Background: an optimization exercise with open tools, aiming at small area, a short achievable clock period and few clock cycles. Do not read the settings as production practice. Only simulation tests tie the RTL to the original design; equivalence was not proved.

==> flow/design.v (outline; a module is shown in full before it is edited, if it fits) <==
// module conv_mac: 1971 lines
// module conv_fa: 7 lines
// module conv_top: 107 lines
module conv_top #(
  parameter int IMG_BITS = 6
) (
  input  logic                  clk,
  input  logic                  reset,
  input  logic                  ready,
  input  logic signed [19:0]    idata,
  output logic                  busy,
  output logic [2*IMG_BITS-1:0] iaddr,
  output logic                  cwr,
  output logic [2*IMG_BITS-1:0] caddr_wr,
  output logic signed [19:0]    cdata_wr
);
  // ...
==> flow/flow/run.sh <==
#!/bin/bash
# The standard layout, with post-cts and post-route timing repair aiming
# for setup slack well above what the 13.5 ns clock needs, so that the
# resizer also shortens paths the clock alone would leave slow.
set -euo pipefail
bash standard.sh SETUP_SLACK_MARGIN=9.6 finish > standard_make.log 2>&1
==> flow/standard.sh <==
#!/bin/bash
# synth_recipe.tcl (not shown) runs the flow's synth.tcl, then flattens the netlist and writes it again
# the make line also repeats each setting of config.mk as NAME=value (left out here)
make -C /OpenROAD-flow-scripts/flow DESIGN_CONFIG=/design/flow/config.mk WORK_HOME=/design/flow/orfs CLKGATE_MAP_FILE= SYNTH_SCRIPT=/design/flow/synth_recipe.tcl "${@:-finish}"
==> flow/config.mk <==
export PLATFORM = sky130hd
export DESIGN_NAME = conv_top
export DESIGN_NICKNAME = conv_top
export VERILOG_FILES = /design/flow/design.v
export SDC_FILE = /design/flow/constraint.sdc
export NUM_CORES = 4
export LEC_CHECK = 0
export CAP_MARGIN = 20
export CORE_MARGIN = 2
export CORE_UTILIZATION = 40
export SLEW_MARGIN = 20
export SYNTH_HIERARCHICAL = 1
export SYNTH_MINIMUM_KEEP_SIZE = 0
==> flow/constraint.sdc <==
create_clock -name core_clock -period 13.5 [get_ports {clk}]
set_input_delay 2.7000 -clock core_clock [delete_from_list [all_inputs] [get_ports {clk}]]
set_output_delay 2.7000 -clock core_clock [all_outputs]
set_load 0.01 [all_outputs]
==> summary.md, run 1 <==
| Metric | Value |
|---|---|
| Status | `timing/DRC/antenna clean` |
| CTS buffer count | `77` |
| EDFF count, synth | `0` |
| Post-synth ARST share | `0.0485` |
| Final instance area | `42800 um2` |
| WHS Path Cells | `0` |
| Top sig layer | `met4` |
| Met1 GRT Util | `0.343` |
| Place WS | `approximately 9.0 ns` |
| Util after Layout | `0.467` |
| Pin count of the biggest net entering global routing | `28` |
| Die Wd | `roughly 310 um` |
| First DRT Iteration DRCs | `roughly 1500` |
| Slowest CP cell | `dfstp_2` |
| Global Route Usage Sum | `0.250` |
| Multi-input gate share of total cell area | `0.501` |
| R2R Path End | `u_mac.q11_0` |
| Most common cell after layout, fill and taps aside | `fa_1` |
| Core Area | `91700 um2` |
| Die ar. | `95100 um2` |
| Hold endpoint | `sr[9][2]` |
| Critical path depth | `1` |
| Met2 Track Usage GR | `0.398` |
| Placed cell count | `3815` |
| Nets in the synthesized netlist | `3487` |
| Crit path buffers/inverters | `1` |
| Area grow syn2layout | `15.5%` |
Testbench counts, summed over its fixed seeds: cycles 41,712.
==> run 2: changes to the inputs <==
--- a/flow/config.mk
+++ b/flow/config.mk
@@ -8,6 +8,8 @@
 export CAP_MARGIN = 20
 export CORE_MARGIN = 2
 export CORE_UTILIZATION = 40
+export CTS_BUF_LIST = sky130_fd_sc_hd__clkbuf_8
+export CTS_CLUSTER_SIZE = 30
 export SLEW_MARGIN = 20
 export SYNTH_HIERARCHICAL = 1
 export SYNTH_MINIMUM_KEEP_SIZE = 0
==> run 2 against run 1 <==
  * Maximum frequency down 3.2%
  * Clock skew increased by 0.011 ns
  * Critical path type unchanged
  * Still clean
  * Worst setup slack worse by 0.13 ns
  * Core utilization increased by 0.11 points
  * Via count rose by 0.80%
  * Clock-buffer cell count increased by 46
  * Register-to-register slack better by 0.03 ns
  * Synthesized area stayed put
==> summary.md, run 2 <==
| Metric | Value |
|---|---|
| Cts-stage hold buffer count | `0` |
| Fin crit share | `0.306` |
| Core Area | `91700 um2 (unchanged)` |
| Worst-Margin Slew | `0.915 ns` |
| Crit path launch type | `register` |
| Nets in the synthesized netlist | `3487 (unchanged)` |
| Hold endpoint | `sr[7][4]` |
| Relative slew slack | `0.386` |
| Number of synthesized register bits | `721` |
| Number of flip-flops in the largest register | `460` |
| Die Wd | `308 um (unchanged)` |
| DRC | `0` |
| Routed WL | `116000 um` |
| Worst-skew pair later-pin latency | `0.79 ns` |
| CP required | `roughly 11 ns` |
| Crit-path max FO | `2` |
| Achievable Freq | `between 200 and 250 MHz` |
| Clock-pin slew on the worst setup and hold paths | `0.06 ns` |
| Post-synth ARST share | `0.0485 (unchanged)` |
| Origin of the worst setup path | `arow[1]` |
| Global Route Usage Sum | `0.251 (+0.000709)` |
| EDFF count, synth | `0 (unchanged)` |
| RR Startpoint | `u_mac.pa1[0]` |
| YS warnings | `9` |
| Slew Viols, Final | `0` |
| Final setup fails | `0` |
| Pin count of the biggest net entering global routing | `28 (unchanged)` |
| Routability cong. | `0.994` |
| Crit path capture type | `output pin` |
| DPL Wire Length | `90000 um` |
| Cell variety after synth | `81` |
| Row count | `111` |
| Via count | `20644` |
| Crit path cell chain | `buf_6` |
| Max Cap Viol | `0` |
| CTS tree | `done` |
| Commonest cells post-synth | `788 x fa_1, 686 x dfxtp_1, 261 x inv_1, 136 x ha_1, 74 x nor2_1` |
| Vias in the first global route | `22719` |
| Seq/Total Area, Yosys | `0.395` |
| IO buf count | `67` |
| Root Buffer | `clkbuf_8` |
| CTS buffer count | `118 (+53%)` |
| Top_reg_cell synth | `dfxtp_1` |
| Most common cell after layout, fill and taps aside | `fa_1` |
| Vias per cell | `between 5 and 6` |
| Area leader, netlist | `fa_1` |
| Largest regs | `sr (460), u_mac.pa0 (22), u_mac.pa2 (22)` |
| Status | `timing/DRC/antenna clean` |
| Post-synthesis simple-gate area fraction | `0.0402` |
| WHS Path Cells | `0 (unchanged)` |
| Wirelength per Cell | `approximately 28 um` |
| First-pass GRT wire length | `163000 um` |
| FILL cells | `~8000` |
| R2R Path End | `u_mac.q16_1` |
| Synth Area in Compound Gates | `0.0423` |
| Combinational family with the most area after synthesis | `adder cells` |
| Setup Skew | `0.0472 ns` |
| FF-to-FF path depth | `6` |
| I/O pin count | `69` |
| Starting density of the core | `0.404` |
| Die ar. | `95100 um2 (unchanged)` |
| Critical path's top delay family | `flip-flops` |
| Syn_area_per_cell | `14.6 um2` |
| XOR/XNOR share of the synthesized area | `0.0197` |
| Crit path buffers/inverters | `1 (unchanged)` |
| Most numerous cell in the Yosys netlist | `fa_1` |
| Slowest CP cell | `dfstp_2` |
| Setup TNS | `0 ns` |
| Biggest register | `sr` |
| Share of layout cells above drive strength 1 | `0.174` |
| Die Y | `308 um` |
| Final hold violations | `0` |
| H-Tree Level Count | `3` |
| Pre-antenna DRT Iters | `5` |
| Critical Path Max Stage Delay | `0.56 ns` |
| Arrival time at the worst endpoint | `1.43 ns` |
| Register Area | `between 10000 and 15000 um2` |
| GRT Residual Overflow | `0` |
| Final instance area | `42900 um2 (+0.25%)` |
| CTS max path bufs | `3` |
| Post-DP Area | `39400 um2` |
| Post-synthesis mux area share | `0.00236` |
| Hold Path Class | `reg2reg` |
| Crit Path Category | `reg2out` |
| Most frequent cells in the layout | `788 x fa_1, 552 x dfxtp_1, 285 x inv_1` |
| Main area contributors after synthesis | `fa_1 43%, dfxtp_1 37%, ha_1 4.6%` |
| Min-delay src | `sr[6][4]` |
| Antenna violations before repair | `6` |
| Clock Sink Count | `721` |
| Remaining antenna violation count | `0` |
| Area grow syn2layout | `15.7%` |
| Nets | `approximately 3700` |
| RSZ-0062 raised after global routing | `true` |
| R2R Setup Slk | `9.65 ns` |
| Multi-input logic area | `between 20000 and 25000 um2` |
| Synth Area in Adders | `0.472` |
| First DRT Iteration DRCs | `1474 (+1.5%)` |
| Final Hold Slack | `around 0.29 ns` |
| Cells after Synth | `2540` |
| Post-synth top area share | `0.426` |
| Netlist Area Pre-Place | `37000 um2` |
| Fin crit period | `4.13 ns` |
## run 2: logic make-up after synthesis
group | after synthesis
AO/OA/AOI/OAI | 237
adder cells (fa/ha/maj) | 924
buffers and inverters | 277
other | 1
AND/OR/NAND/NOR | 291
XOR/XNOR | 81
flip-flops | 721
multiplexers | 8
## run 2: Yosys stat by module, one instance, submodules excluded
module,copies in the design,cells
conv_top,1,682
conv_mac,1,1073
conv_fa,785,1
## run 2: worst max path at each step
stage                               to  slack [ns]  cells past startpoint
after floorplan            u_mac.q13_0        9.82                      6
after global placement    u_mac.res[2]        9.05                     11
after detailed placement  u_mac.res[1]        9.02                     11
after CTS                     iaddr[7]        9.28                      1
after global routing          iaddr[7]        9.29                      1
final                         iaddr[7]        9.37                      1
## run 2: layer usage
layer	vias to the layer above	GRT usage	wire length (um)
met5	-	0	0
met1	11088	0.341	49800
met2	799	0.397	53700
met4	0	0.0976	4680
met3	172	0.0488	7370
li1	8585	-	-
## run 2: cell type report
cell class / count / area share
clock buffer: 144 / 0.0462
antenna: 1 / 0.0000584
sequential: 721 / 0.349
inverter: 261 / 0.0228
multi-input combinational: 1542 / 0.500
timing repair buffer: 141 / 0.0285
clock inverter: 76 / 0.0191
tap: 1186 / 0.0346
## run 2: repair_timing
item | in CTS | in global routing
resized for setup | 357 | 84
buffers inserted | 26 | 10
pin swaps | 2 | 4
endpoints found under the setup margin | 132 | 89
## run 2: stage by stage
step	instances	utilization	setup WS, ns
after floorplan	2540	-	9.82
after global placement	3815	0.430	9.05
after detailed placement	3815	0.430	9.02
after CTS	4061	0.464	9.28
after global routing	4072	0.468	9.29
final	4072	0.468	9.37

==> separate check: timing with driven ports <==
The flow's constraints put no driver on any port. The routed layouts listed below were extracted and timed again, unchanged, in two steps.
Step 1 assumes that a clkbuf_16 drives the clock port and a buf_2 every other input.
Step 2, shift: input delay + t, output delay - t, t = (earliest + latest rising clock arrival at the registers) / 2. This alone moves slack from input paths to output paths.
Three values: ideal, step 1, step 2; two values: the first two.
run	t, ns	setup WS [ns]	worst setup path at the end	pins driven straight from the clock port
run 1	0.695	9.506 / 9.441 / 9.625	register to register	1
run 2	0.831	9.374 / 9.310 / 9.646	register to register	1
After both steps every run listed still meets setup and hold.
